Background: an optimization exercise with open tools, aiming at small area, a short achievable clock period and few clock cycles per item. Do not read the settings as production practice.
Only simulation tests tie the RTL to the original design; equivalence was not proved.
Power figures rest on the tool's default switching activity, not on a simulated workload.

$ cat flow/run.sh
#!/bin/bash
# synth_recipe.tcl (not shown) runs the flow's synth.tcl, then flattens the netlist and writes it again
# the make line also repeats each setting of config.mk as NAME=value (left out here)
make -C /OpenROAD-flow-scripts/flow DESIGN_CONFIG=/design/flow/config.mk WORK_HOME=/design/flow/orfs CLKGATE_MAP_FILE= SYNTH_SCRIPT=/design/flow/synth_recipe.tcl finish
$ cat flow/config.mk
export PLATFORM = sky130hd
export DESIGN_NAME = roberts_cross_gradient
export DESIGN_NICKNAME = roberts_cross_gradient
export VERILOG_FILES = /design/flow/design.v
export SDC_FILE = /design/flow/constraint.sdc
export NUM_CORES = 4
export LEC_CHECK = 0
export CAP_MARGIN = 20
export CORE_MARGIN = 2
export CORE_UTILIZATION = 75
export CTS_CLUSTER_DIAMETER = 80
export CTS_CLUSTER_SIZE = 25
export SETUP_SLACK_MARGIN = 4.0
export SLEW_MARGIN = 20
$ cat flow/constraint.sdc
create_clock -name core_clock -period 7.0 [get_ports {clock}]
set_input_delay 1.4000 -clock core_clock [delete_from_list [all_inputs] [get_ports {clock}]]
set_output_delay 1.4000 -clock core_clock [all_outputs]
set_load 0.01 [all_outputs]
$ cat flow/design.v
package rcg_pkg;
   localparam int DEF_MAX_WIDTH  = 256;
   localparam int DEF_MAX_HEIGHT = 4096;
   localparam int CSR_WIDTH      = 11;
   localparam logic [CSR_WIDTH-1:0] WIDTH_RESET = 11'd1024;
   localparam int PIX_W  = 8;
   localparam int GRAD_W = 9;
   localparam int ROW_W  = 12;
   localparam int COL_W  = 10;
   localparam int MAG_W  = 13;
   localparam int SQ_W   = 17;
endpackage
module rcg_sumsq (
   input  logic [7:0]  a,
   input  logic [7:0]  b,
   output logic [16:0] r0,
   output logic [16:0] r1,
   output logic [16:0] r2
);
   logic t1, t2, t3, t4, t5, t6, t7, t8, t9, t10, t11, t12;
   logic t13, t14, t15, t16, t17, t18, t19, t20, t21, t22, t23, t24;
   logic t25, t26, t27, t28, t29, t30, t31, t32, t33, t34, t35, t36;
   logic t37, t38, t39, t40, t41, t42, t43, t44, t45, t46, t47, t48;
   logic t49, t50, t51, t52, t53, t54, t55, t56, t57, t58, t59, t60;
   logic t61, t62, t63, t64, t65, t66, t67, t68, t69, t70, t71, t72;
   logic t73, t74;
   assign t1 = (a[0] & a[7]) ^ (a[1] & a[6]);
   assign t2 = (a[0] & a[7]) & (a[1] & a[6]);
   assign t3 = (a[0] & a[5]) ^ (a[1] & a[4]) ^ (a[2] & a[3]);
   assign t4 = ((a[0] & a[5]) & (a[1] & a[4])) | ((a[0] & a[5]) & (a[2] & a[3])) | ((a[1] & a[4]) & (a[2] & a[3]));
   assign t5 = (a[0] & a[6]) ^ (a[1] & a[5]);
   assign t6 = (a[0] & a[6]) & (a[1] & a[5]);
   assign t7 = t1 ^ (a[2] & a[5]) ^ (a[3] & a[4]);
   assign t8 = (t1 & (a[2] & a[5])) | (t1 & (a[3] & a[4])) | ((a[2] & a[5]) & (a[3] & a[4]));
   assign t9 = a[4] ^ (b[0] & b[7]) ^ (b[1] & b[6]);
   assign t10 = (a[4] & (b[0] & b[7])) | (a[4] & (b[1] & b[6])) | ((b[0] & b[7]) & (b[1] & b[6]));
   assign t11 = t2 ^ (a[1] & a[7]) ^ (a[2] & a[6]);
   assign t12 = (t2 & (a[1] & a[7])) | (t2 & (a[2] & a[6])) | ((a[1] & a[7]) & (a[2] & a[6]));
   assign t13 = (a[3] & a[5]) ^ (b[1] & b[7]);
   assign t14 = (a[3] & a[5]) & (b[1] & b[7]);
   assign t15 = (a[2] & a[7]) ^ (a[3] & a[6]) ^ (a[4] & a[5]);
   assign t16 = ((a[2] & a[7]) & (a[3] & a[6])) | ((a[2] & a[7]) & (a[4] & a[5])) | ((a[3] & a[6]) & (a[4] & a[5]));
   assign t17 = a[5] ^ (b[2] & b[7]) ^ (b[3] & b[6]);
   assign t18 = (a[5] & (b[2] & b[7])) | (a[5] & (b[3] & b[6])) | ((b[2] & b[7]) & (b[3] & b[6]));
   assign t19 = (a[0] & a[3]) ^ (a[1] & a[2]) ^ a[2];
   assign t20 = ((a[0] & a[3]) & (a[1] & a[2])) | ((a[0] & a[3]) & a[2]) | ((a[1] & a[2]) & a[2]);
   assign t21 = (a[0] & a[4]) ^ (a[1] & a[3]);
   assign t22 = (a[0] & a[4]) & (a[1] & a[3]);
   assign t23 = t3 ^ a[3] ^ (b[0] & b[5]);
   assign t24 = (t3 & a[3]) | (t3 & (b[0] & b[5])) | (a[3] & (b[0] & b[5]));
   assign t25 = (b[1] & b[4]) ^ (b[2] & b[3]);
   assign t26 = (b[1] & b[4]) & (b[2] & b[3]);
   assign t27 = t4 ^ t5 ^ (a[2] & a[4]);
   assign t28 = (t4 & t5) | (t4 & (a[2] & a[4])) | (t5 & (a[2] & a[4]));
   assign t29 = (b[0] & b[6]) ^ (b[1] & b[5]) ^ (b[2] & b[4]);
   assign t30 = ((b[0] & b[6]) & (b[1] & b[5])) | ((b[0] & b[6]) & (b[2] & b[4])) | ((b[1] & b[5]) & (b[2] & b[4]));
   assign t31 = t6 ^ t7 ^ t9;
   assign t32 = (t6 & t7) | (t6 & t9) | (t7 & t9);
   assign t33 = (b[2] & b[5]) ^ (b[3] & b[4]) ^ b[4];
   assign t34 = ((b[2] & b[5]) & (b[3] & b[4])) | ((b[2] & b[5]) & b[4]) | ((b[3] & b[4]) & b[4]);
   assign t35 = t8 ^ t10 ^ t11;
   assign t36 = (t8 & t10) | (t8 & t11) | (t10 & t11);
   assign t37 = t13 ^ (b[2] & b[6]) ^ (b[3] & b[5]);
   assign t38 = (t13 & (b[2] & b[6])) | (t13 & (b[3] & b[5])) | ((b[2] & b[6]) & (b[3] & b[5]));
   assign t39 = t12 ^ t14 ^ t15;
   assign t40 = (t12 & t14) | (t12 & t15) | (t14 & t15);
   assign t41 = t17 ^ (b[4] & b[5]) ^ b[5];
   assign t42 = (t17 & (b[4] & b[5])) | (t17 & b[5]) | ((b[4] & b[5]) & b[5]);
   assign t43 = t16 ^ t18 ^ (a[3] & a[7]);
   assign t44 = (t16 & t18) | (t16 & (a[3] & a[7])) | (t18 & (a[3] & a[7]));
   assign t45 = (a[4] & a[6]) ^ (b[3] & b[7]) ^ (b[4] & b[6]);
   assign t46 = ((a[4] & a[6]) & (b[3] & b[7])) | ((a[4] & a[6]) & (b[4] & b[6])) | ((b[3] & b[7]) & (b[4] & b[6]));
   assign t47 = (a[4] & a[7]) ^ (a[5] & a[6]) ^ a[6];
   assign t48 = ((a[4] & a[7]) & (a[5] & a[6])) | ((a[4] & a[7]) & a[6]) | ((a[5] & a[6]) & a[6]);
   assign t49 = (b[4] & b[7]) ^ (b[5] & b[6]) ^ b[6];
   assign t50 = ((b[4] & b[7]) & (b[5] & b[6])) | ((b[4] & b[7]) & b[6]) | ((b[5] & b[6]) & b[6]);
   assign t51 = (a[0] & a[1]) ^ a[1];
   assign t52 = (a[0] & a[1]) & a[1];
   assign t53 = t19 ^ (b[0] & b[3]);
   assign t54 = t19 & (b[0] & b[3]);
   assign t55 = t20 ^ t21 ^ (b[0] & b[4]);
   assign t56 = (t20 & t21) | (t20 & (b[0] & b[4])) | (t21 & (b[0] & b[4]));
   assign t57 = t22 ^ t23 ^ t25;
   assign t58 = (t22 & t23) | (t22 & t25) | (t23 & t25);
   assign t59 = t24 ^ t26 ^ t27;
   assign t60 = (t24 & t26) | (t24 & t27) | (t26 & t27);
   assign t61 = t28 ^ t30 ^ t31;
   assign t62 = (t28 & t30) | (t28 & t31) | (t30 & t31);
   assign t63 = t32 ^ t34 ^ t35;
   assign t64 = (t32 & t34) | (t32 & t35) | (t34 & t35);
   assign t65 = t36 ^ t38 ^ t39;
   assign t66 = (t36 & t38) | (t36 & t39) | (t38 & t39);
   assign t67 = t40 ^ t42 ^ t43;
   assign t68 = (t40 & t42) | (t40 & t43) | (t42 & t43);
   assign t69 = t44 ^ t46 ^ t47;
   assign t70 = (t44 & t46) | (t44 & t47) | (t46 & t47);
   assign t71 = t48 ^ t50 ^ (a[5] & a[7]);
   assign t72 = (t48 & t50) | (t48 & (a[5] & a[7])) | (t50 & (a[5] & a[7]));
   assign t73 = (a[6] & a[7]) ^ a[7] ^ (b[6] & b[7]);
   assign t74 = ((a[6] & a[7]) & a[7]) | ((a[6] & a[7]) & (b[6] & b[7])) | (a[7] & (b[6] & b[7]));
   assign r0 = {1'b0, t74, t72, t70, t68, t66, t64, t62, t60, t58, t56, t54, t53, t52, t51, 1'b0, a[0]};
   assign r1 = {1'b0, 1'b0, t73, t71, t69, t67, t65, t63, t61, t59, t57, t55, (b[1] & b[2]), (a[0] & a[2]), (b[0] & b[1]), 1'b0, b[0]};
   assign r2 = {1'b0, 1'b0, b[7], (b[5] & b[7]), t49, t45, t41, t37, t33, t29, b[3], (b[1] & b[3]), b[2], (b[0] & b[2]), b[1], 1'b0, 1'b0};
endmodule
module rcg_sqrt_step
#(
   parameter int J = 1
)(
   input  logic [J-1:0]              rem_in,
   input  logic [(J > 1 ? J-1 : 1)-1:0] root_in,
   input  logic [1:0]                pair,
   output logic [J:0]                rem_out,
   output logic [J-1:0]              root_out
);
   logic [J+1:0] r2, tr;
   logic [J+2:0] d;
   logic         ge;
   assign r2 = {rem_in, pair};
   if (J == 1) begin : g_first
      assign tr       = (J+2)'(1);
      assign root_out = ge;
   end else begin : g_next
      assign tr       = {1'b0, root_in, 2'b01};
      assign root_out = {root_in, ge};
   end
   assign d       = {1'b0, r2} - {1'b0, tr};
   assign ge      = ~d[J+2];
   assign rem_out = ge ? d[J:0] : r2[J:0];
endmodule
import rcg_pkg::*;
module roberts_cross_gradient
#(
   parameter int MAX_WIDTH  = rcg_pkg::DEF_MAX_WIDTH,
   parameter int MAX_HEIGHT = rcg_pkg::DEF_MAX_HEIGHT
)(
   input  logic                     clock,
   input  logic                     reset,
   input  logic                     csr_wr_en,
   input  logic [rcg_pkg::CSR_WIDTH-1:0]     csr_wr_data,
   input  logic                     req_valid,
   output logic                     req_ready,
   input  logic [rcg_pkg::PIX_W-1:0]         req_pixel,
   input  logic                     req_start_of_frame,
   output logic                     rsp_valid,
   input  logic                     rsp_ready,
   output logic [rcg_pkg::ROW_W-1:0]         rsp_out_row,
   output logic [rcg_pkg::COL_W-1:0]         rsp_out_col,
   output logic signed [rcg_pkg::GRAD_W-1:0] rsp_diag_grad,
   output logic signed [rcg_pkg::GRAD_W-1:0] rsp_anti_grad,
   output logic [rcg_pkg::MAG_W-1:0]         rsp_magnitude,
   output logic                     rsp_last
);
   localparam int CW = $clog2(MAX_WIDTH);       
   localparam int RW = $clog2(MAX_HEIGHT);      
   localparam logic [13:0] CUT = 14'b11_1111_1111_1100;
   localparam int NST = 15;   
   logic adv;    
   logic adv_d;  
   logic            rdy_ff, sk_v, sk_sof;
   logic [7:0]      sk_p;
   logic            a_v, a_z, a_c0;
   logic [7:0]      a_p;
   logic [CW-1:0]   a_col;
   logic            origin;
   logic [CW:0]     ncol;          
   logic [CW:0]     weff;          
   logic            acc, a_free, src_v, src_sof, ent_z, wrap;
   logic [7:0]      src_p;
   logic [CW-1:0]   ent_col;
   logic [CW:0]     wr_clamp;
   assign req_ready = rdy_ff;
   assign acc     = req_valid & rdy_ff;
   assign a_free  = ~a_v | adv;
   assign src_v   = sk_v | acc;
   assign src_p   = sk_v ? sk_p : req_pixel;
   assign src_sof = sk_v ? sk_sof : req_start_of_frame;
   assign wrap    = ncol >= weff;
   assign ent_z   = src_sof | origin;
   assign ent_col = (ent_z | wrap) ? '0 : ncol[CW-1:0];
   always_comb begin
      if (csr_wr_data < CSR_WIDTH'(2))              wr_clamp = (CW+1)'(2);
      else if (csr_wr_data > CSR_WIDTH'(MAX_WIDTH)) wr_clamp = (CW+1)'(MAX_WIDTH);
      else                                          wr_clamp = csr_wr_data[CW:0];
   end
   always_ff @(posedge clock) begin
      if (reset) begin
         rdy_ff <= 1'b1;
         sk_v   <= 1'b0;
         a_v    <= 1'b0;
         origin <= 1'b1;
         ncol   <= '0;
         weff   <= (CW+1)'(MAX_WIDTH);
      end else begin
         if (csr_wr_en) weff <= wr_clamp;
         if (a_free) begin
            a_v    <= src_v;
            sk_v   <= 1'b0;
            rdy_ff <= 1'b1;
            if (src_v) begin
               origin <= 1'b0;
               ncol   <= (ent_z | wrap) ? (CW+1)'(1) : ncol + (CW+1)'(1);
            end
         end else if (acc) begin
            sk_v   <= 1'b1;
            rdy_ff <= 1'b0;
         end
      end
   end
   always_ff @(posedge clock) begin
      if (~a_free & acc) begin
         sk_p   <= req_pixel;
         sk_sof <= req_start_of_frame;
      end
      if (a_free) begin
         a_p   <= src_p;
         a_z   <= ent_z;
         a_col <= ent_col;
         a_c0  <= (ent_col == '0);
      end
   end
   logic [7:0]      line_mem [MAX_WIDTH];
   logic            b_v, b_z, b_c0;
   logic [7:0]      b_p;
   logic [7:0]      b_pq [2];
   logic [15:0]     b_lq [4];
   logic [3:0]      b_g;
   logic [7:0]      grp [16];
   logic [7:0]      b_rq [4];
   always_comb begin
      for (int g = 0; g < 16; g++) begin
         grp[g] = '0;
         for (int k = 0; k < 16; k++) grp[g] |= line_mem[16*g+k] & {8{b_lq[g/4][k]}};
      end
      for (int q = 0; q < 4; q++) begin
         b_rq[q] = '0;
         for (int g = 4*q; g < 4*q+4; g++) b_rq[q] |= grp[g] & {8{b_g[g%4]}};
      end
      b_p = b_pq[0] | b_pq[1];
   end
   logic            wr_ff;
   always_ff @(posedge clock) begin
      if (reset) wr_ff <= 1'b0;
      else       wr_ff <= adv_d & (adv ? a_v : b_v);
   end
   always_ff @(posedge clock) begin
      if (reset) begin
         b_v <= 1'b0;
         b_g <= '0;
      end else if (adv) begin
         b_v <= a_v;
         b_g <= a_v ? 4'(1) << a_col[5:4] : '0;
      end
   end
   always_ff @(posedge clock) begin
      if (adv) begin
         for (int q = 0; q < 4; q++) begin
            b_lq[q] <= (a_col[7:6] == 2'(q)) ? 16'(1) << a_col[3:0] : '0;
         end
         for (int h = 0; h < 2; h++) b_pq[h] <= (a_col[7] == 1'(h)) ? a_p : '0;
         b_z  <= a_z;
         b_c0 <= a_c0;
      end
      for (int i = 0; i < MAX_WIDTH; i++)
         if (wr_ff & b_g[(i/16)%4] & b_lq[i/64][i%16]) line_mem[i] <= b_pq[i/128];
   end
   logic            c_v, c_z, c_c0;
   logic [7:0]      c_p, c_u, lp, ulp;
   logic [7:0]      c_uq [4];
   logic [3:0]      c_qs;          
   logic            c_ge;          
   assign c_u  = c_uq[0] | c_uq[1] | c_uq[2] | c_uq[3];
   assign c_ge = (c_qs[0] & (c_uq[0] >= lp)) | (c_qs[1] & (c_uq[1] >= lp)) |
                 (c_qs[2] & (c_uq[2] >= lp)) | (c_qs[3] & (c_uq[3] >= lp));
   always_ff @(posedge clock) begin
      if (reset) c_v <= 1'b0;
      else if (adv) c_v <= b_v;
   end
   always_ff @(posedge clock) begin
      if (adv) begin
         c_p  <= b_p;
         for (int q = 0; q < 4; q++) begin
            c_uq[q] <= b_rq[q];
            c_qs[q] <= |b_lq[q];
         end
         c_z  <= b_z;
         c_c0 <= b_c0;
      end
      if (adv & c_v) begin
         lp  <= c_p;
         ulp <= c_u;
      end
   end
   logic                     p_v  [NST];
   logic                     p_z  [NST];
   logic                     p_c0 [NST];
   logic signed [GRAD_W-1:0] p_x  [NST];
   logic signed [GRAD_W-1:0] p_y  [NST];
   logic [7:0]               d_ax, d_ay;
   logic [16:0]              sq_r0, sq_r1, sq_r2, e_r0, e_r1, e_r2;
   logic [SQ_W-1:0]          e_s;
   rcg_sumsq u_sumsq (
      .a  (d_ax),
      .b  (d_ay),
      .r0 (sq_r0),
      .r1 (sq_r1),
      .r2 (sq_r2)
   );
   always_ff @(posedge clock) begin
      if (reset) begin
         for (int k = 0; k < NST; k++) p_v[k] <= 1'b0;
      end else if (adv) begin
         p_v[0] <= c_v;
         for (int k = 1; k < NST; k++) p_v[k] <= p_v[k-1];
      end
   end
   always_ff @(posedge clock) begin
      if (adv) begin
         p_z[0]  <= c_z;
         p_c0[0] <= c_c0;
         p_x[0]  <= $signed({1'b0, ulp}) - $signed({1'b0, c_p});
         p_y[0]  <= $signed({1'b0, c_u}) - $signed({1'b0, lp});
         for (int k = 1; k < NST; k++) begin
            p_z[k]  <= p_z[k-1];
            p_c0[k] <= p_c0[k-1];
            p_x[k]  <= p_x[k-1];
            p_y[k]  <= p_y[k-1];
         end
         d_ax <= (ulp >= c_p) ? ulp - c_p : c_p - ulp;
         d_ay <= c_ge ? c_u - lp : lp - c_u;
         e_r0 <= sq_r0;
         e_r1 <= sq_r1;
         e_r2 <= sq_r2;
         e_s  <= SQ_W'(e_r0 + e_r1 + e_r2);
      end
   end
   logic [15:0] rem_c  [15];
   logic [13:0] root_c [15];
   logic [15:0] rem_q  [15];
   logic [13:0] root_q [15];
   logic [SQ_W-1:0] s_q [15];
   logic [SQ_W-1:0] s_at [15];    
   assign rem_c[0]  = '0;
   assign root_c[0] = '0;
   assign s_at[0]   = e_s;
   for (genvar j = 1; j <= 14; j++) begin : g_step
      logic [15:0] rin;
      logic [13:0] oin;
      logic [SQ_W-1:0] sin;
      logic [1:0]  pair;
      logic [j:0]  rout;
      logic [j-1:0] oout;
      if (j > 1 && CUT[j-2]) begin : g_reg
         assign rin = rem_q[j-1];
         assign oin = root_q[j-1];
         assign sin = s_q[j-1];
      end else begin : g_comb
         assign rin = rem_c[j-1];
         assign oin = root_c[j-1];
         assign sin = s_at[j-1];
      end
      assign s_at[j] = sin;
      if (14 - j >= 5) begin : g_pair
         localparam int LO = 2 * (14 - j - 5);
         if (LO + 1 < SQ_W) begin : g_two
            assign pair = sin[LO+1:LO];
         end else begin : g_one
            assign pair = {1'b0, sin[LO]};
         end
      end else begin : g_zero
         assign pair = 2'b00;
      end
      rcg_sqrt_step #(.J(j)) u_step (
         .rem_in   (rin[j-1:0]),
         .root_in  (oin[(j > 1 ? j-1 : 1)-1:0]),
         .pair     (pair),
         .rem_out  (rout),
         .root_out (oout)
      );
      assign rem_c[j]  = 16'(rout);
      assign root_c[j] = 14'(oout);
      if (CUT[j-1]) begin : g_cut
         always_ff @(posedge clock) begin
            if (adv) begin
               rem_q[j]  <= rem_c[j];
               root_q[j] <= root_c[j];
               s_q[j]    <= sin;
            end
         end
      end
   end
   localparam int LS = NST - 1;
   logic [RW-1:0]   rr;
   logic [CW-1:0]   rc;
   logic [RW-1:0]   pos_r, rr_inc;
   logic [CW-1:0]   pos_c;
   logic            l_v, r1, c1, has_res;
   logic [12:0]     mag;
   assign l_v     = p_v[LS];
   assign rr_inc  = (rr == RW'(MAX_HEIGHT - 1)) ? rr : rr + RW'(1);
   assign pos_r   = p_z[LS] ? '0 : p_c0[LS] ? rr_inc : rr;
   assign pos_c   = (p_z[LS] | p_c0[LS]) ? '0 : rc + CW'(1);
   assign r1      = ~p_z[LS] & (p_c0[LS] ? (rr == '0) : (rr == RW'(1)));
   assign c1      = ~p_z[LS] & ~p_c0[LS] & (rc == '0);
   assign has_res = ~p_z[LS] & ~p_c0[LS] & (rr != '0);
   assign mag     = 13'((15'(root_q[14]) + 15'(1)) >> 1);
   always_ff @(posedge clock) begin
      if (adv & l_v) begin
         rr <= pos_r;
         rc <= pos_c;
      end
   end
   logic            o_v, o_last, o_c1;
   logic [1:0]      o_kind;
   logic [RW-1:0]   o_row;
   logic [CW-1:0]   o_col;
   logic signed [GRAD_W-1:0] o_diag, o_anti;
   logic [12:0]     o_mag;
   logic            o_en, o_more, o_take, l_res, adv_ff;
   logic            k_v, f_last, f_c1, k_last, k_c1;
   logic [1:0]      f_kind, k_kind;
   logic [RW-1:0]   f_row, k_row;
   logic [CW-1:0]   f_col, k_col;
   logic signed [GRAD_W-1:0] f_diag, f_anti, k_diag, k_anti;
   logic [12:0]     k_mag;
   assign adv    = adv_ff;
   assign l_res  = adv & l_v & has_res;
   assign o_more = o_v & ~o_last;
   assign o_en   = ~o_v | rsp_ready;
   assign o_take = o_en & ~o_more;           
   assign adv_d  = k_v ? o_take : ~(l_res & ~o_take);
   always_comb begin
      f_c1  = c1;
      f_row = r1 ? '0 : pos_r;
      f_col = c1 ? '0 : pos_c;
      if (r1) begin
         f_kind = c1 ? 2'd0 : 2'd1;
         f_diag = c1 ? -p_x[LS] : -p_y[LS];
         f_anti = c1 ? -p_y[LS] : -p_x[LS];
         f_last = 1'b0;
      end else begin
         f_kind = c1 ? 2'd2 : 2'd3;
         f_diag = c1 ? p_y[LS] : p_x[LS];
         f_anti = c1 ? p_x[LS] : p_y[LS];
         f_last = ~c1;
      end
   end
   always_ff @(posedge clock) begin
      if (reset) begin
         o_v    <= 1'b0;
         k_v    <= 1'b0;
         adv_ff <= 1'b1;
      end else begin
         if (o_en) o_v <= o_more | k_v | l_res;
         k_v    <= ~adv_d;
         adv_ff <= adv_d;
      end
   end
   always_ff @(posedge clock) begin
      if (~k_v & l_res & ~o_take) begin
         k_kind <= f_kind;
         k_c1   <= f_c1;
         k_row  <= f_row;
         k_col  <= f_col;
         k_diag <= f_diag;
         k_anti <= f_anti;
         k_mag  <= mag;
         k_last <= f_last;
      end
   end
   always_ff @(posedge clock) begin
      if (o_en) begin
         if (o_more) begin
            unique case (o_kind)
               2'd0: begin    
                  o_kind <= 2'd1;
                  o_col  <= CW'(1);
                  o_diag <= o_anti;
                  o_anti <= o_diag;
                  o_last <= 1'b0;
               end
               2'd1: begin    
                  o_kind <= o_c1 ? 2'd2 : 2'd3;
                  o_row  <= RW'(1);
                  if (o_c1) o_col <= '0;
                  o_diag <= o_c1 ? -o_diag : -o_anti;
                  o_anti <= o_c1 ? -o_anti : -o_diag;
                  o_last <= ~o_c1;
               end
               default: begin    
                  o_kind <= 2'd3;
                  o_col  <= CW'(1);
                  o_diag <= o_anti;
                  o_anti <= o_diag;
                  o_last <= 1'b1;
               end
            endcase
         end else if (k_v) begin
            o_kind <= k_kind;
            o_c1   <= k_c1;
            o_row  <= k_row;
            o_col  <= k_col;
            o_diag <= k_diag;
            o_anti <= k_anti;
            o_mag  <= k_mag;
            o_last <= k_last;
         end else begin
            o_kind <= f_kind;
            o_c1   <= f_c1;
            o_row  <= f_row;
            o_col  <= f_col;
            o_diag <= f_diag;
            o_anti <= f_anti;
            o_mag  <= mag;
            o_last <= f_last;
         end
      end
   end
   assign rsp_valid     = o_v;
   assign rsp_out_row   = o_row;
   assign rsp_out_col   = COL_W'(o_col);
   assign rsp_diag_grad = o_diag;
   assign rsp_anti_grad = o_anti;
   assign rsp_magnitude = o_mag;
   assign rsp_last      = o_last;
endmodule
==> impl_metrics.csv, run 1 <==
group,metric,value,unit
logic_synthesis,syn_avg_cell_area,16.7,um^2
global_routing,busiest_layer,"met2",
sta,setup_violations,0,
clocking,cts_inserted_buffers,142,
logic_synthesis,synth.most_common_cell,"edfxtp_1",
power_and_ir_drop,power.total,36.1,mW
global_routing,use_met3,0.0518,
sta,min_period,3.02,ns
drt,vias_per_cell,7.11,
die,die_h,399,um
clocking,clk_path_buf_depth,3,
finish,layout.nets,7251,
logic_synthesis,synth_cell_type_count,84,
drt,vias,64500,
logic_synthesis,synth_flop_cell,"edfxtp_1",
drt,ant_nets,0,
die,pin_count,81,
drt,drc,0,
clocking,clock_latency,0.83,ns
setup_path,cp-end-kind,"register",
setup_path,crit_family,"compound AO/OA/AOI/OAI gates",
drt,firstDrtPassIters,8,
place,dpl.hpwl,151000,um
sta,slew_viol_final,0,
drt,drt_iter0_drc,8343,
drt,routed_wl,259000,um
logic_synthesis,ys_warn_count,18,
drt,post_drt_wl_per_cell,28.6,um
finish,drive_above_1_share,0.0711,
power_and_ir_drop,irDropWorstVdd,0.000337,V
global_routing,grt_use_met1,0.463,
die,rows,144,
setup_path,required,7.52,ns
sta,fin_worst_skew,0.0402,ns
clocking,cts_hold_buf,0,
clocking,clock-sinks,3006,
sta,hold_viol,0,
sta,max_freq,331,MHz
logic_synthesis,synthesis.area,117000,um^2
power_and_ir_drop,power_per_cell_area,290,nW/um^2
global_routing,gr-usage-all-layers,0.326,
global_routing,use_met2,0.530,
global_routing,grt_pass1_wl,387000,um
global_routing,grt_overflow_total,0,
die,die_area,159000,um^2
logic_synthesis,synth_commonest_cells,"edfxtp_1, a22oi_1, a221oi_1, a22o_1, clkbuf_1",
power_and_ir_drop,p_leak,43.2,nW
clocking,htree_num_levels,4,
logic_synthesis,ys_top_cells_by_area,"edfxtp_1, a221oi_1, a22o_1",
setup_path,start_kind,"register",
sta,grt_setup_unrepaired,"no",
sta,max_slew_margin,0.245,
job,maxCapViolCount,0,
hold_path,hold_class,"reg2reg",
logic_synthesis,seq_area_frac_synth,0.767,
logic_synthesis,synth_top_area_cell,"edfxtp_1",
logic_synthesis,synth_top_area_share,0.759,
clocking,cts.reportedPaths.clkPinSlew,0.10,ns
die,placeableCoreArea,155000,um^2
setup_path,path_cells,"buf_4 > a22o_1 > a221oi_1 > nand4_1 > a22oi_1 > nand3_1",
setup_path,worst_path_largest_cell_delay,0.76,ns
status,status,"finished clean",
setup_path,cpMaxStageDelayCell,"edfxtp_1",
sta,worstMarginPinSlew,1.13,ns
global_routing,grt_pass1_vias,63000,
global_routing,antenna_found_initial,6,
setup_path,path_buf_inv,1,
finish,syn_to_final_growth,6.23,%
logic_synthesis,synth_edf_count,2959,
place,place.gp.congestion,0.894,
die,start_util,0.757,
global_routing,grt_max_degree,189,
logic_synthesis,syn_inst,7004,
clocking,cts-root-buf,"clkbuf_16",
die,die_x,399,um
setup_path,crit_type,"reg2reg",
sta,setup_tns,0,ns
logic_synthesis,async_flop_share,0,
logic_synthesis,synth-seq-cells,3006,
setup_path,cp_max_fo,19,
place,port_buffers,78,
setup_path,worstPathArrival,3.54,ns
clocking,cts_tree,"yes",
sta,period_share,0.432,
cell type report:
class / instances / area, um^2
Tap cell: 2044 / 2560
Clock buffer: 162 / 3720
Multi-Input combinational cell: 3362 / 25100
Antenna cell: 1 / 2.50
Timing Repair Buffer: 230 / 1950
Sequential cell: 3006 / 89800
Fill cell: 8052 / 30200
Inverter: 234 / 881
Clock inverter: 29 / 384
final timing paths:
path / cells past startpoint / slack (ns) / start / end
hold / removal: 0 / 0.41 / p_x[8][1]$_DFFE_PP_ / p_x[9][1]$_DFFE_PP_
setup reg to reg: 6 / 3.98 / b_lq[2][12]$_SDFFCE_PP0P_ / c_uq[2][0]$_DFFE_PP_
setup / recovery: 6 / 3.98 / b_lq[2][12]$_SDFFCE_PP0P_ / c_uq[2][0]$_DFFE_PP_
hold reg to reg: 0 / 0.41 / p_x[8][1]$_DFFE_PP_ / p_x[9][1]$_DFFE_PP_
through the flow:
stage | area [um^2] | setup WS [ns] | std cells | hold WS (ns) | utilization
floorplan | 117000 | -1.36 | 7005 | 0.400 | -
global placement | 120000 | 3.22 | 8839 | 0.400 | 0.776
detailed placement | 120000 | 3.06 | 8839 | 0.405 | 0.776
CTS | 124000 | 3.82 | 9052 | 0.416 | 0.803
global route | 124000 | 4.00 | 9067 | 0.425 | 0.805
finish | 124000 | 3.98 | 9068 | 0.408 | 0.805
cell families (layout without fill, tap and decap cells):
family	after synthesis	after routing	synth area share
other	1	3	0.0000320
xor gates and xnor gates	136	136	0.0102
buffers and inverters	639	655	0.0209
and+or+nand+nor	1286	1287	0.0584
adders and majority gates	250	250	0.0297
AOI/OAI and AO/OA	1569	1570	0.103
muxes	117	117	0.0110
DFF	3006	3006	0.767
timing repair:
item                                    CTS  global route
pin swaps                                 1             8
resized for setup                        64            29
endpoints found under the hold margin     0             0
buffers inserted                         21            11
endpoints found under the setup margin  474           344
cloned                                    1             2
cell usage in the layout, fill, tap and decap left out, drive strengths merged, types with 84 or more instances in the layout:
cell type / Yosys / layout
edfxtp: 2959 / 2959
a22oi: 372 / 372
a221oi: 352 / 352
a22o: 347 / 347
nor2: 275 / 275
and3: 266 / 266
inv: 234 / 241
ha: 204 / 204
nand3: 201 / 201
clkbuf: 325 / 163
o21ai: 153 / 153
buf: 80 / 153
a21oi: 146 / 146
nand2: 134 / 135
nand4: 118 / 118
xnor2: 84 / 84
state kept, by name (all words and copies together), names as in the netlist, 13 cells and up:
signal / cells
b_lq: 64
b_pq: 16
c_uq: 32
e_r0: 15
e_r1: 14
e_r2: 13
e_s: 17
g_step.sin: 40
k_mag: 13
line_mem: 2048
o_mag: 13
p_c0: 15
p_v: 15
p_x: 133
p_y: 133
p_z: 15
rem_q: 95
root_q: 102
metal layers:
metal | routed length, um | up-vias
met3 | 26100 | 544
met4 | 8780 | 10
met1 | 97600 | 32300
li1 | - | 27900
met5 | 63 | -
met2 | 127000 | 3765
power by group:
| part | total [mW] | internal (mW) | switching, mW |
|---|---|---|---|
| Combinational | 5.09 | 2.42 | 2.67 |
| Clock | 9.24 | 3.98 | 5.26 |
| Sequential | 21.7 | 21.1 | 0.614 |
| Total | 36.1 | 27.5 | 8.54 |
Testbench counts, summed over its fixed seeds: cycles 20,259, items 17,628.
==> run 2, diff against run 1 <==
--- a/flow/config.mk
+++ b/flow/config.mk
@@ -9,6 +9,6 @@
 export CORE_MARGIN = 2
-export CORE_UTILIZATION = 75
+export CORE_UTILIZATION = 70
 export CTS_CLUSTER_DIAMETER = 80
 export CTS_CLUSTER_SIZE = 25
-export SETUP_SLACK_MARGIN = 4.0
+export SETUP_SLACK_MARGIN = 4.3
 export SLEW_MARGIN = 20
==> run 2 against run 1 <==
Largest cell class unchanged. Synthesized cell count is the same. Via count grew 0.13%. Critical path type unchanged. Clock skew shrank 0.0013 ns. Non-clock buffer count grew 78. Utilization shrank 5.0 points. Final cell count grew 2.6%. Largest power group unchanged. Fmax grew 2.8%. Sequential power is essentially flat. First-iteration DRC count shrank 5.4%. Critical endpoint is now e_s[15]$_DFFE_PP_. Still clean on timing, DRC and antenna. Global-route usage shrank 1.8 points.
==> impl_metrics.csv, run 2 <==
group,metric,value,unit
logic_synthesis,syn_inst,7004,
sta,setup_slack,4.06,ns
setup_path,crit_type,"reg2reg",
logic_synthesis,async_flop_share,0,
setup_path,required,7.59,ns
finish,largest_register,"line_mem",
global_routing,grt_max_degree,177,
finish,final_cell_count_no_fill,9308,
setup_path,worst_path_largest_cell_delay,0.49,ns
drt,routed_wl,264000,um
sta,hold_viol,0,
logic_synthesis,seq_area_frac_synth,0.767,
clocking,clock_latency,0.85,ns
finish,largest_register_ffs,2048,
hold_path,hold_class,"reg2reg",
drt,drc,0,
setup_path,start_kind,"register",
die,die_x,413,um
finish,drive_above_1_share,0.102,
logic_synthesis,ys_top_cells_by_area,"edfxtp_1, a221oi_1, a22o_1",
job,maxCapViolCount,0,
logic_synthesis,synthesis.area,117000,um^2
setup_path,cp-end-kind,"register",
sta,fin_worst_skew,0.0388,ns
sta,setup_violations,0,
sta,slew_viol_final,0,
logic_synthesis,syn_avg_cell_area,16.7,um^2
global_routing,grt_overflow_total,0,
finish,final_util,0.755,
drt,drt_iter0_drc,7889,
die,pin_count,81,
clocking,cts_tree,"yes",
drt,ant_nets,0,
clocking,cts-root-buf,"clkbuf_16",
clocking,clk_path_buf_depth,3,
logic_synthesis,ys_warn_count,18,
place,port_buffers,78,
global_routing,gr-usage-all-layers,0.308,
finish,top_regs,"line_mem: 2048 flops, p_x: 133 flops, p_y: 133 flops",
logic_synthesis,synth.most_common_cell,"edfxtp_1",
sta,worstMarginPinSlew,1.12,ns
power_and_ir_drop,p_leak,43.7,nW
power_and_ir_drop,irDropWorstVdd,0.000293,V
die,placeableCoreArea,167000,um^2
setup_path,worst_path_most_repeated_cell,"o21a_1",
clocking,cts.reportedPaths.clkPinSlew,0.10,ns
setup_path,cp_max_fo,3,
place,post-place-cells,8996,
clocking,cts_inserted_buffers,142,
setup_path,worstPathArrival,3.53,ns
sta,min_period,2.94,ns
place,place.gp.congestion,0.867,
drt,firstDrtPassIters,6,
drt,post_drt_wl_per_cell,28.4,um
sta,max_slew_margin,0.252,
logic_synthesis,synth_flop_cell,"edfxtp_1",
global_routing,grt_pass1_vias,62000,
logic_synthesis,synth_top_area_cell,"edfxtp_1",
logic_synthesis,synth_commonest_cells,"edfxtp_1, a22oi_1, a221oi_1, a22o_1, clkbuf_1",
die,die_area,171000,um^2
sta,max_freq,340,MHz
finish,mostFrequentLayoutCells,"edfxtp_1, a22oi_1, a221oi_1, a22o_1",
finish,diodes,0,
clocking,cts_hold_buf,0,
logic_synthesis,synth-seq-cells,3006,
place,dpl.hpwl,151000,um
finish,final_common_cell,"edfxtp_1",
setup_path,path_cells,"fa_1 > ha_2 > inv_2 > fa_2 > nand2b_4 > a21oi_4 > o211a_1 > o21a_1 > o21a_1 > o41a_1 > xor2_1",
setup_path,crit_family,"compound AO/OA/AOI/OAI gates",
global_routing,grt_pass1_wl,390000,um
drt,vias,64600,
place,place_ws,3.14,ns
sta,grt_setup_unrepaired,"yes",
finish,fillers,9642,
clocking,htree_num_levels,4,
finish,syn_to_final_growth,7.44,%
setup_path,cpMaxStageDelayCell,"fa_1",
power_and_ir_drop,power_per_cell_area,292,nW/um^2
setup_path,path_buf_inv,1,
drt,vias_per_cell,6.94,
logic_synthesis,synth_top_area_share,0.759,
logic_synthesis,synth_edf_count,2959,
finish,layout.nets,7332,
die,rows,150,
status,status,"finished clean",
die,start_util,0.703,
sta,period_share,0.420,
global_routing,antenna_found_initial,3,
logic_synthesis,synth_cell_type_count,84,
die,die_h,413,um
clocking,clock-sinks,3006,
==> run 2: cell types whose count changed in the layout (fill, tap and decap cells not counted), sizes merged, moves of 2 or more <==
cell / delta
bufinv: -2
clkbuf: +11
clkinv: -11
clkdlybuf4s15: -3
clkinvlp: +3
o221ai: +2
buf: +129
dlygate4sd2: -49
==> run 2: area by class of cell <==
type | instances | area [um^2] | area share
sequential | 3006 | 89800 | 0.714
multi-input combinational | 3365 | 25700 | 0.204
clock buffer | 172 | 3950 | 0.0314
tap | 2204 | 2760 | 0.0219
timing repair buffer | 308 | 2500 | 0.0199
inverter | 234 | 890 | 0.00707
clock inverter | 19 | 209 | 0.00166
==> run 2: cell families after synthesis <==
family / after synthesis / synth area share
AO/OA/AOI/OAI: 1569 / 0.103
XOR/XNOR: 136 / 0.0102
adder cells (fa/ha/maj): 250 / 0.0297
buffers and inverters: 639 / 0.0209
flip-flops: 3006 / 0.767
multiplexers: 117 / 0.0110
other: 1 / 0.0000320
AND/OR/NAND/NOR: 1286 / 0.0584
==> run 2: power breakdown <==
| group | switching, mW | internal [mW] | total [mW] |
|---|---|---|---|
| logic | 2.92 | 2.75 | 5.67 |
| registers | 0.612 | 21.1 | 21.7 |
| clock network | 5.27 | 4.08 | 9.35 |
==> run 2: final timing paths <==
check | startpoint | to | slack, ns | cells past startpoint
worst max-delay path | e_r0[3]$_DFFE_PP_ | e_s[15]$_DFFE_PP_ | 4.06 | 11
worst min-delay path | p_x[13][7]$_DFFE_PP_ | p_x[14][7]$_DFFE_PP_ | 0.41 | 0
worst max register to register | e_r0[3]$_DFFE_PP_ | e_s[15]$_DFFE_PP_ | 4.06 | 11
worst min register to register | p_x[13][7]$_DFFE_PP_ | p_x[14][7]$_DFFE_PP_ | 0.41 | 0
==> run 2: stage by stage <==
| stage | TNS [ns] | hold slack, ns | power [mW] | instance area (um^2) |
|---|---|---|---|---|
| after floorplan | -96.68 | 0.400 | 25.8 | 117000 |
| after global placement | 0 | 0.400 | 26.9 | 120000 |
| after detailed placement | 0 | 0.405 | 27.1 | 120000 |
| after CTS | 0 | 0.414 | 36.5 | 125000 |
| after global routing | 0 | 0.423 | 38.2 | 126000 |
| final | 0 | 0.410 | 36.8 | 126000 |
==> run 2: what timing repair did <==
item / 4_1_cts / 5_1_grt
buffers inserted: 71 / 42
endpoints found under the setup margin: 583 / 590
endpoints found under the hold margin: 0 / 0
gates resized for setup: 282 / 99
gates cloned: 5 / 3
pin swaps: 37 / 54
==> run 2: per-layer routing <==
metal  up-vias  share of wire  wire, um  track usage
li1      28100              -         -            -
met1     32600           0.39    102000        0.439
met2      3463           0.49    129000        0.504
met3       461          0.095     25200       0.0467
met4         4          0.030      7810       0.0905
met5         -        0.00010        27            0
==> run 3, diff against run 2 <==
--- a/flow/config.mk
+++ b/flow/config.mk
@@ -10,5 +10,5 @@
 export CORE_UTILIZATION = 70
-export CTS_CLUSTER_DIAMETER = 80
+export CTS_CLUSTER_DIAMETER = 100
 export CTS_CLUSTER_SIZE = 25
-export SETUP_SLACK_MARGIN = 4.3
+export SETUP_SLACK_MARGIN = 4.0
 export SLEW_MARGIN = 20
==> run 3 against run 2 <==
Total power is 2.7% lower. Highest routed layer unchanged. Worst setup slack worse by 0.013 ns. Critical path type is now reg2out. Clock-buffer cell count is 13 lower. Fmax is 0.43% lower. Clock skew is 0.0018 ns lower. Sequential power hardly changed. Non-clock buffer count is 71 lower. Clock power is 4.8% lower. Largest power group unchanged. Sequential share of layout area is 0.88 points higher. Critical endpoint is now rsp_diag_grad[4].
==> impl_metrics.csv, run 3 <==
group,metric,value,unit
status,status,"finished clean",
logic_synthesis,synthesis.area,117000,um^2
drt,drc,0,
hold_path,hold_depth,0,
drt,vias_per_cell,6.93,
global_routing,gr-usage-all-layers,0.304,
power_and_ir_drop,p_leak,43.1,nW
logic_synthesis,synth_top_area_share,0.759,
drt,vias,63800,
global_routing,grt_overflow_total,0,
finish,layout.nets,7254,
die,start_util,0.703,
sta,max_freq,338,MHz
sta,min_period,2.95,ns
logic_synthesis,synth_edf_count,2959,
hold_path,hp-start,"p_c0[13]$_DFFE_PP_",
power_and_ir_drop,power_switching,8.47,mW
place,place.gp.congestion,0.870,
sta,grt_setup_unrepaired,"yes",
logic_synthesis,synth_flop_cell,"edfxtp_1",
die,die_area,171000,um^2
sta,max_slew_margin,0.227,
drt,firstDrtPassIters,8,
setup_path,start_kind,"register",
setup_path,r2r_setup_slack,4.08,ns
sta,worstMarginPinSlew,1.16,ns
logic_synthesis,synth_commonest_cells,"edfxtp_1, a22oi_1, a221oi_1, a22o_1, clkbuf_1",
power_and_ir_drop,power_per_cell_area,288,nW/um^2
clocking,cts_tree,"yes",
clocking,cts.reportedPaths.clkPinSlew,0.10,ns
hold_path,hold_class,"reg2reg",
finish,final_cell_count_no_fill,9217,
logic_synthesis,synth_xor_area_frac,0.0102,
setup_path,crit_family,"flip-flops",
sta,setup_tns,0,ns
logic_synthesis,seq_area_frac_synth,0.767,
power_and_ir_drop,irDropWorstVdd,0.000274,V
hold_path,hold_end,"p_c0[14]$_DFFE_PP_",
finish,final_area,124000,um^2
logic_synthesis,async_flop_share,0,
sta,slew_viol_final,0,
sta,fin_worst_skew,0.0371,ns
setup_path,cp-end-kind,"output port",
finish,mostFrequentLayoutCells,"edfxtp_1, a22oi_1, a221oi_1",
die,pin_count,81,
logic_synthesis,synth_cell_type_count,84,
global_routing,antenna_found_initial,3,
logic_synthesis,synth_mux_area_frac,0.0110,
clocking,htree_num_levels,4,
power_and_ir_drop,p_clk_frac,0.249,
finish,syn_to_final_growth,6.13,%
place,port_buffers,78,
logic_synthesis,ys_top_cells_by_area,"edfxtp_1, a221oi_1, a22o_1",
setup_path,worst_path_largest_cell_delay,0.43,ns
global_routing,grt_max_degree,196,
die,die_h,413,um
setup_path,required,5.60,ns
place,placed_cell_area,120000,um^2
setup_path,cp_max_fo,2,
logic_synthesis,syn_avg_cell_area,16.7,um^2
clocking,cts-root-buf,"clkbuf_16",
clocking,clk_path_buf_depth,3,
clocking,clock-sinks,3006,
die,placeableCoreArea,167000,um^2
power_and_ir_drop,seq_power_share,0.607,
die,die_x,413,um
power_and_ir_drop,p_sw_frac,0.237,
setup_path,r2r_start,"b_lq[1][8]$_SDFFCE_PP0P_",
clocking,cts_inserted_buffers,138,
logic_synthesis,synth_top_area_cell,"edfxtp_1",
setup_path,path_cells,"dlygate4sd2_1",
drt,post_drt_wl_per_cell,28.1,um
sta,hold_viol,0,
setup_path,cpMaxStageDelayCell,"edfxtp_1",
logic_synthesis,synth-seq-cells,3006,
finish,largest_register,"line_mem",
clocking,cts_hold_buf,0,
finish,largest_register_ffs,2048,
logic_synthesis,synth.most_common_cell,"edfxtp_1",
job,maxCapViolCount,0,
drt,drt_iter0_drc,7808,
setup_path,rr_endpoint,"c_uq[1][3]$_DFFE_PP_",
drt,routed_wl,259000,um
setup_path,crit_type,"reg2out",
sta,setup_violations,0,
logic_synthesis,ys_warn_count,18,
power_and_ir_drop,pwr-share-comb,0.144,
power_and_ir_drop,intPower,27.3,mW
sta,period_share,0.422,
drt,ant_nets,0,
logic_synthesis,synth_top_family_by_area,"compound AO/OA/AOI/OAI gates",
logic_synthesis,syn_inst,7004,
global_routing,grt_pass1_wl,385000,um
finish,drive_above_1_share,0.0700,
global_routing,grt_pass1_vias,61300,
clocking,clock_latency,0.84,ns
die,rows,150,
logic_synthesis,synth-compound-area-share,0.103,
setup_path,path_buf_inv,1,
logic_synthesis,yosys.area_share.simple,0.0584,
place,dpl.hpwl,152000,um
logic_synthesis,synth_fa_ha_area_frac,0.0297,
finish,top_regs,"line_mem: 2048 flops, p_x: 133 flops, p_y: 133 flops",
place,post-place-cells,9000,
setup_path,worstPathArrival,1.55,ns
setup_path,reg2reg_depth,5,
finish,final_common_cell,"edfxtp_1",
-- run 3: cell counts after synthesis --
No cell type changed its count.
-- run 3: routing by layer --
layer / share of wire / vias to the layer above / GRT usage
met5: 0.000042 / - / 0
met4: 0.029 / 2 / 0.0898
met3: 0.086 / 465 / 0.0414
met2: 0.49 / 3162 / 0.494
met1: 0.40 / 32400 / 0.438
li1: - / 27800 / -
-- run 3: area by class of cell --
class / count / area (um^2)
clock buffer: 159 / 3620
antenna: 3 / 7.51
tap: 2204 / 2760
clock inverter: 12 / 134
multi-input combinational: 3362 / 25100
sequential: 3006 / 89800
inverter: 234 / 881
timing repair buffer: 237 / 1990
fill: 9900 / 42400
-- run 3: cell families after synthesis --
family | after synthesis
AO/OA/AOI/OAI | 1569
XOR/XNOR | 136
adder cells (fa/ha/maj) | 250
buffers and inverters | 639
flip-flops | 3006
multiplexers | 117
other | 1
AND/OR/NAND/NOR | 1286
-- run 3: how the worst max path moves through the flow --
stage | cells past startpoint | to | slack (ns) | from
3_5_place_dp | 5 | k_diag[7]$_DFFE_PP_ | 3.13 | rsp_ready
4_1_cts | 1 | rsp_diag_grad[6] | 3.97 | o_diag[6]$_DFFE_PP_
6_report | 1 | rsp_diag_grad[4] | 4.05 | o_diag[4]$_DFFE_PP_
5_1_grt | 1 | rsp_diag_grad[4] | 3.99 | o_diag[4]$_DFFE_PP_
2_1_floorplan | 4 | k_anti[0]$_DFFE_PP_ | -1.36 | adv_ff$_SDFF_PP1_
3_3_place_gp | 5 | k_diag[8]$_DFFE_PP_ | 3.23 | rsp_ready
-- run 3: stage by stage --
step                       util  hold WS [ns]  setup slack, ns  total power, mW
after floorplan               -         0.400            -1.36             25.8
after global placement    0.721         0.400             3.23             26.9
after detailed placement  0.721         0.405             3.13             27.1
after CTS                 0.744         0.414             3.97             35.8
after global routing      0.746         0.423             3.99             37.2
final                     0.746         0.412             4.05             35.8
-- run 3: power by group through the flow --
stage	logic [mW]	registers [mW]	clock network, mW
6_report	5.16	21.7	8.90
5_1_grt	5.80	21.9	9.57
4_1_cts	5.06	21.8	9.01
3_5_place_dp	4.97	22.2	0
3_3_place_gp	4.73	22.1	0
2_1_floorplan	3.85	21.9	0
-- run 3: timing repair --
item,CTS,global route
buffers inserted,21,18
pin swaps,2,11
endpoints found under the setup margin,153,214
endpoints found under the hold margin,0,0
cloned,1,1
gates resized for setup,91,28
==> run 4, diff against run 3 <==
--- a/flow/config.mk
+++ b/flow/config.mk
@@ -10,4 +10,4 @@
 export CORE_UTILIZATION = 70
-export CTS_CLUSTER_DIAMETER = 100
-export CTS_CLUSTER_SIZE = 25
+export CTS_CLUSTER_DIAMETER = 60
+export CTS_CLUSTER_SIZE = 22
 export SETUP_SLACK_MARGIN = 4.0
==> run 4 against run 3 <==
Clock power grew 26%. Global-route usage grew 0.25 points. Clock-buffer cell count grew 41.
==> impl_metrics.csv, run 4 <==
group,metric,value,unit
finish,final-seq-area,89800,um^2
global_routing,grt_overflow_total,0,
setup_path,cp_num_cells,1,
logic_synthesis,ys_top_cells_by_area,"edfxtp_1, a221oi_1, a22o_1",
power_and_ir_drop,p_leak,43.9,nW
finish,layout.nets,7287,
global_routing,gr-usage-all-layers,0.306,
setup_path,cpMaxStageDelayCell,"edfxtp_1",
logic_synthesis,synth_mux_area_frac,0.0110,
setup_path,path_cells,"clkdlybuf4s15_1",
setup_path,start_kind,"register",
logic_synthesis,syn_inst,7004,
clocking,clock-sinks,3006,
die,pin_count,81,
die,die_h,413,um
drt,ant_nets,0,
sta,fin_worst_skew,0.0309,ns
finish,drive_above_1_share,0.0836,
sta,min_period,2.94,ns
global_routing,antenna_found_initial,5,
clocking,cts_inserted_buffers,178,
drt,vias_per_cell,6.88,
die,placeableCoreArea,167000,um^2
place,dpl.hpwl,152000,um
logic_synthesis,synth_commonest_cells,"edfxtp_1, a22oi_1, a221oi_1, a22o_1, clkbuf_1",
logic_synthesis,synthesis.area,117000,um^2
power_and_ir_drop,p_clk_frac,0.294,
logic_synthesis,synth_top_area_cell,"edfxtp_1",
status,status,"finished clean",
global_routing,grt_max_degree,196,
logic_synthesis,yosys.area_share.simple,0.0584,
logic_synthesis,synth_cell_type_count,84,
drt,drt_iter0_drc,8106,
power_and_ir_drop,power_switching,9.23,mW
setup_path,cp-end-kind,"output port",
logic_synthesis,synth_fa_ha_area_frac,0.0297,
place,place.gp.congestion,0.870,
place,port_buffers,78,
die,die_area,171000,um^2
sta,period_share,0.420,
sta,setup_violations,0,
power_and_ir_drop,p_sw_frac,0.242,
drt,drc,0,
finish,multi_input_area,25100,um^2
logic_synthesis,synth.most_common_cell,"edfxtp_1",
setup_path,worst_path_largest_cell_delay,0.43,ns
finish,syn_to_final_growth,7.78,%
clocking,clk_path_buf_depth,3,
die,start_util,0.703,
sta,max_freq,340,MHz
logic_synthesis,seq_area_frac_synth,0.767,
clocking,htree_num_levels,4,
logic_synthesis,synth_edf_count,2959,
power_and_ir_drop,power_per_cell_area,302,nW/um^2
setup_path,reg2reg_depth,11,
setup_path,crit_family,"flip-flops",
setup_path,required,5.60,ns
finish,final_util,0.757,
logic_synthesis,syn_avg_cell_area,16.7,um^2
sta,hold_viol,0,
sta,grt_setup_unrepaired,"yes",
logic_synthesis,async_flop_share,0,
clocking,cts.reportedPaths.clkPinSlew,0.08,ns
die,die_x,413,um
clocking,cts_hold_buf,0,
drt,post_drt_wl_per_cell,28.0,um
finish,largest_register,"line_mem",
power_and_ir_drop,seq_power_share,0.571,
clocking,cts-root-buf,"clkbuf_16",
drt,vias,64200,
global_routing,grt_pass1_vias,61900,
finish,final_common_cell,"edfxtp_1",
job,maxCapViolCount,0,
setup_path,crit_type,"reg2out",
hold_path,hold_class,"reg2reg",
finish,mostFrequentLayoutCells,"edfxtp_1, a22oi_1, a221oi_1",
logic_synthesis,synth_top_area_share,0.759,
finish,fillers,9631,
setup_path,path_buf_inv,1,
drt,routed_wl,262000,um
logic_synthesis,synth-seq-cells,3006,
power_and_ir_drop,irDropWorstVdd,0.000280,V
sta,slew_viol_final,0,
power_and_ir_drop,pwr-share-comb,0.135,
logic_synthesis,synth_top_family_by_area,"compound AO/OA/AOI/OAI gates",
sta,worstMarginPinSlew,1.21,ns
clocking,clock_latency,0.87,ns
finish,top_regs,"line_mem: 2048 flops, p_x: 133 flops, p_y: 133 flops",
logic_synthesis,synth-compound-area-share,0.103,
logic_synthesis,synth_xor_area_frac,0.0102,
clocking,cts_tree,"yes",
setup_path,worstPathArrival,1.54,ns
drt,firstDrtPassIters,8,
setup_path,cp_max_fo,2,
power_and_ir_drop,intPower,28.8,mW
sta,max_slew_margin,0.193,
hold_path,hold_depth,0,
logic_synthesis,ys_warn_count,18,
logic_synthesis,synth_flop_cell,"edfxtp_1",
die,rows,150,
finish,largest_register_ffs,2048,
sta,setup_tns,0,ns
global_routing,grt_pass1_wl,389000,um
run 4: cell counts after synthesis:
No cell type changed its count.
run 4: power groups by stage:
stage	Sequential (mW)	Clock (mW)	Combinational (mW)
after CTS	21.8	11.3	5.07
after global placement	22.1	0	4.73
after floorplan	21.9	0	3.85
after detailed placement	22.2	0	4.97
final	21.7	11.2	5.14
after global routing	21.9	11.9	5.77
run 4: repair_timing:
item,4_1_cts,5_1_grt
endpoints found under the hold margin,0,0
setup buffers,21,11
resized for setup,115,23
pin swaps,2,9
cloned,1,1
endpoints found under the setup margin,155,205
run 4: final cells by class:
type / count / area share
clock buffers: 200 / 0.0360
clock inverters: 97 / 0.00971
well taps: 2204 / 0.0219
diodes: 3 / 0.0000595
inverters: 234 / 0.00698
repair buffers: 230 / 0.0152
multi-input cells: 3362 / 0.199
flip-flops and latches: 3006 / 0.712
run 4: per-layer routing:
layer / vias to the layer above / part of all wire / track usage
met5: - / 0.000084 / 0
met4: 4 / 0.032 / 0.0959
met3: 498 / 0.087 / 0.0427
met2: 3280 / 0.49 / 0.496
met1: 32400 / 0.39 / 0.440
li1: 28000 / - / -
run 4: path summary, 6_finish.rpt:
path / start / end / slack, ns
setup / recovery: o_anti[5]$_DFFE_PP_ / rsp_anti_grad[5] / 4.06
hold / removal: p_z[13]$_DFFE_PP_ / p_z[14]$_DFFE_PP_ / 0.41
setup reg to reg: e_r2[3]$_DFFE_PP_ / e_s[15]$_DFFE_PP_ / 4.08
hold reg to reg: p_z[13]$_DFFE_PP_ / p_z[14]$_DFFE_PP_ / 0.41
run 4: stage by stage:
stage | power [mW] | hold WS (ns) | instance area (um^2) | std cells | setup WS [ns]
2_1_floorplan | 25.8 | 0.400 | 117000 | 7005 | -1.36
3_3_place_gp | 26.9 | 0.400 | 120000 | 8999 | 3.23
3_5_place_dp | 27.1 | 0.405 | 120000 | 9000 | 3.13
4_1_cts | 38.1 | 0.423 | 126000 | 9319 | 3.94
5_1_grt | 39.5 | 0.418 | 126000 | 9333 | 3.98
6_report | 38.1 | 0.415 | 126000 | 9336 | 4.06
run 4: kinds of logic after synthesis:
logic type / count (synthesis)
mux: 117
xor+xnor: 136
fa+ha+maj: 250
flops: 3006
buf+inv: 639
compound gates: 1569
other cells: 1
simple gates: 1286
==> run 5, diff against run 4 <==
--- a/flow/design.v
+++ b/flow/design.v
@@ -239,6 +239,7 @@
    end
-   logic            wr_ff;
+   logic [3:0]      b_gw;
    always_ff @(posedge clock) begin
-      if (reset) wr_ff <= 1'b0;
-      else       wr_ff <= adv_d & (adv ? a_v : b_v);
+      if (reset)     b_gw <= '0;
+      else if (adv)  b_gw <= (adv_d & a_v) ? 4'(1) << a_col[5:4] : '0;
+      else           b_gw <= adv_d ? b_g : '0;
    end
@@ -263,3 +264,3 @@
       for (int i = 0; i < MAX_WIDTH; i++)
-         if (wr_ff & b_g[(i/16)%4] & b_lq[i/64][i%16]) line_mem[i] <= b_pq[i/128];
+         if (b_gw[(i/16)%4] & b_lq[i/64][i%16]) line_mem[i] <= b_pq[i/128];
    end
--- a/flow/config.mk
+++ b/flow/config.mk
@@ -10,4 +10,4 @@
 export CORE_UTILIZATION = 70
-export CTS_CLUSTER_DIAMETER = 60
-export CTS_CLUSTER_SIZE = 22
+export CTS_CLUSTER_DIAMETER = 80
+export CTS_CLUSTER_SIZE = 25
 export SETUP_SLACK_MARGIN = 4.0
==> run 5 against run 4 <==
Still clean. Clock power decreased by 17%. Clock-buffer cell count decreased by 18. First-iteration DRC count decreased by 2.9%. Combinational power increased by 2%. Sequential power about the same. Total power decreased by 4.7%. Utilization decreased by 0.90 points. Hold slack improved by 0.0042 ns. Wire length decreased by 0.32%. Largest cell class unchanged.
==> impl_metrics.csv, run 5 <==
group,metric,value,unit
finish,multi_input_area,25100,um^2
setup_path,worstPathArrival,1.54,ns
setup_path,rr_endpoint,"c_uq[2][1]$_DFFE_PP_",
drt,drt_iter0_drc,7874,
setup_path,cp_max_fo,2,
logic_synthesis,synth_cell_type_count,79,
setup_path,start_kind,"register",
job,maxCapViolCount,0,
logic_synthesis,yosys.area_share.simple,0.0573,
drt,routed_wl,261000,um
setup_path,crit_start,"o_diag[3]$_DFFE_PN_",
setup_path,cpMaxStageDelayCell,"edfxtp_1",
die,rows,150,
setup_path,path_buf_inv,1,
sta,hold_viol,0,
logic_synthesis,synthesis.area,117000,um^2
sta,setup_slack,4.06,ns
sta,setup_violations,0,
sta,max_freq,340,MHz
setup_path,path_cells,"dlygate4sd2_1",
die,die_area,171000,um^2
power_and_ir_drop,p_sw_frac,0.239,
place,place_ws,2.55,ns
setup_path,r2r_setup_slack,4.07,ns
setup_path,cp-end-kind,"output port",
power_and_ir_drop,p_leak,42.5,nW
global_routing,grt_max_degree,174,
place,post-place-cells,9012,
sta,grt_setup_unrepaired,"yes",
global_routing,gr-usage-all-layers,0.307,
logic_synthesis,synth-compound-area-share,0.103,
finish,final_cell_count_no_fill,9255,
clocking,cts_tree,"yes",
sta,hold_ws,0.419,ns
hold_path,hold_end,"p_x[7][7]$_DFFE_PP_",
drt,firstDrtPassIters,9,
setup_path,reg2reg_depth,6,
global_routing,antenna_found_initial,7,
drt,post_drt_wl_per_cell,28.2,um
logic_synthesis,synth_fa_ha_area_frac,0.0297,
clocking,cts_inserted_buffers,142,
place,dpl.hpwl,155000,um
die,placeableCoreArea,167000,um^2
hold_path,hp-start,"p_x[6][7]$_DFFE_PP_",
clocking,clock-sinks,3009,
logic_synthesis,synth_flop_cell,"edfxtp_1",
finish,drive_above_1_share,0.0686,
power_and_ir_drop,irDropWorstVdd,0.000280,V
clocking,cts_hold_buf,0,
finish,mostFrequentLayoutCells,"edfxtp_1, a22oi_1, a221oi_1",
power_and_ir_drop,intPower,27.6,mW
logic_synthesis,syn_inst,6991,
finish,largest_register_ffs,2048,
setup_path,worst_path_largest_cell_delay,0.41,ns
sta,worstMarginPinSlew,1.15,ns
logic_synthesis,synth_top_area_share,0.759,
logic_synthesis,synth_top_family_by_area,"compound AO/OA/AOI/OAI gates",
clocking,clk_path_buf_depth,3,
global_routing,grt_overflow_total,0,
power_and_ir_drop,pwr-share-comb,0.144,
setup_path,crit_family,"flip-flops",
die,pin_count,81,
sta,fin_worst_skew,0.0379,ns
finish,fillers,9821,
power_and_ir_drop,power_per_cell_area,291,nW/um^2
global_routing,grt_pass1_vias,61600,
logic_synthesis,synth_commonest_cells,"edfxtp_1, a22oi_1, a221oi_1, a22o_1, and2_1",
power_and_ir_drop,power_switching,8.68,mW
logic_synthesis,ys_warn_count,18,
sta,min_period,2.94,ns
sta,slew_viol_final,0,
logic_synthesis,synth.most_common_cell,"edfxtp_1",
logic_synthesis,synth_xor_area_frac,0.0102,
place,place.gp.congestion,0.869,
global_routing,grt_pass1_wl,388000,um
logic_synthesis,syn_avg_cell_area,16.8,um^2
logic_synthesis,synth_edf_count,2959,
place,port_buffers,78,
finish,layout.nets,7263,
logic_synthesis,synth_top_area_cell,"edfxtp_1",
setup_path,r2r_start,"b_lq[2][15]$_SDFFCE_PP0P_",
drt,drc,0,
drt,ant_nets,0,
finish,final-seq-area,89900,um^2
logic_synthesis,async_flop_share,0,
setup_path,crit_type,"reg2out",
status,status,"finished clean",
die,die_x,413,um
finish,diodes,0,
power_and_ir_drop,seq_power_share,0.600,
hold_path,hold_class,"reg2reg",
logic_synthesis,seq_area_frac_synth,0.767,
clocking,clock_latency,0.85,ns
drt,vias,63600,
finish,syn_to_final_growth,6.48,%
clocking,cts-root-buf,"clkbuf_16",
logic_synthesis,ys_top_cells_by_area,"edfxtp_1, a221oi_1, a22o_1",
logic_synthesis,synth_mux_area_frac,0.0124,
finish,largest_register,"line_mem",
sta,max_slew_margin,0.231,
clocking,htree_num_levels,4,
finish,top_regs,"line_mem: 2048 flops, p_x: 133 flops, p_y: 133 flops",
die,start_util,0.703,
drt,vias_per_cell,6.88,
setup_path,required,5.60,ns
sta,period_share,0.420,
logic_synthesis,synth-seq-cells,3009,
die,die_h,413,um
finish,final_common_cell,"edfxtp_1",
hold_path,hold_depth,0,
clocking,cts.reportedPaths.clkPinSlew,0.10,ns
power_and_ir_drop,p_clk_frac,0.256,
run 5: cell count changes after synthesis, moves of 9 or more:
cell	delta
a22oi_1	+11
a31oi_1	+9
and2_1	+252
and3_1	-253
clkbuf_1	-31
mux2i_1	+25
nand2b_1	-10
nand3_1	-12
run 5: final cells by class:
type                       count  area share
sequential                  3009       0.721
multi-input combinational   3365       0.201
clock buffer                 182      0.0311
tap                         2204      0.0221
timing repair buffer         232      0.0158
inverter                     238     0.00718
clock inverter                25     0.00184
run 5: worst max path at each step:
stage                     slack (ns)  depth (start not counted)                    to
after global placement          2.67                          5   k_diag[7]$_DFFE_PP_
final                           4.06                          1      rsp_diag_grad[3]
after detailed placement        2.55                          5   k_anti[7]$_DFFE_PP_
after floorplan                -1.36                          4   k_anti[0]$_DFFE_PP_
after global routing            3.97                          3  p_x[13][2]$_DFFE_PP_
after CTS                       3.99                          7   o_diag[4]$_DFFE_PN_
run 5: metal layers:
layer | vias up | wire (um) | GRT usage
li1 | 27700 | - | -
met1 | 32300 | 102000 | 0.433
met2 | 3156 | 128000 | 0.504
met3 | 462 | 22800 | 0.0461
met4 | 6 | 7970 | 0.0925
met5 | - | 41 | 0
run 5: metrics by stage:
stage	instance area (um^2)	setup TNS, ns	power, mW	util
floorplan	117000	-95.61	25.9	-
global placement	120000	0	27.1	0.721
detailed placement	120000	0	27.3	0.721
CTS	124000	0	36.4	0.747
global route	125000	0	37.7	0.748
finish	125000	0	36.3	0.748
run 5: cells by family (layout without fill, tap and decap cells):
family | Yosys count | after routing
DFF | 3009 | 3009
AOI/OAI and AO/OA | 1578 | 1578
and+or+nand+nor | 1262 | 1263
buffers and inverters | 619 | 677
adders and majority gates | 250 | 250
xor gates and xnor gates | 136 | 136
muxes | 136 | 136
other | 1 | 2
run 5: timing repair:
| action | 4_1_cts | 5_1_grt |
|---|---|---|
| gates resized for setup | 71 | 30 |
| endpoints found under the setup margin | 236 | 166 |
| gates cloned | 1 | 1 |
| hold endpoints to repair | 0 | 0 |
| pin swaps | 5 | 4 |
| buffers inserted | 25 | 8 |
run 5: power by group through the flow:
stage	Sequential (mW)	Combinational (mW)	Clock, mW
final	21.8	5.22	9.28
after global routing	21.9	5.89	9.91
after CTS	21.8	5.18	9.36
after detailed placement	22.2	5.11	0
after global placement	22.2	4.88	0
after floorplan	22.0	3.93	0
Testbench counts of run 5, summed over its fixed seeds: cycles 20,259, items 17,628.

[port drivers added, routing unchanged]
In the flow no input, the clock included, has a driving cell. The finished layouts below were timed again as built, in two steps.
Step 1 sets driving cells, clkbuf_16 on the clock port and buf_2 on the other inputs (assumed; they add their load-dependent delay and slew).
Step 2 also shifts input and output timing later by t, the mid clock arrival at the registers, as if the neighbouring blocks saw the same clock.
a / b / c = ideal / step 1 / step 2; a / b = the first two.
| run | shift t [ns] | slack for setup (ns) | worst slew at a driven data input, ns |
|---|---|---|---|
| run 1 | 0.893 | 3.976 / 3.963 / 3.278 | 0.07 |
| run 2 | 0.918 | 4.058 / 3.974 / 3.540 | 0.04 |
| run 3 | 0.920 | 4.045 / 3.947 / 3.309 | 0.11 |
| run 4 | 0.955 | 4.060 / 3.964 / 3.288 | 0.12 |
| run 5 | 0.913 | 4.061 / 3.972 / 3.295 | 0.04 |
After both steps setup and hold are still met in every run listed. For run 4, which loses most, drivers alone change the setup slack by -0.096 ns; drivers and shift together by -0.772 ns.
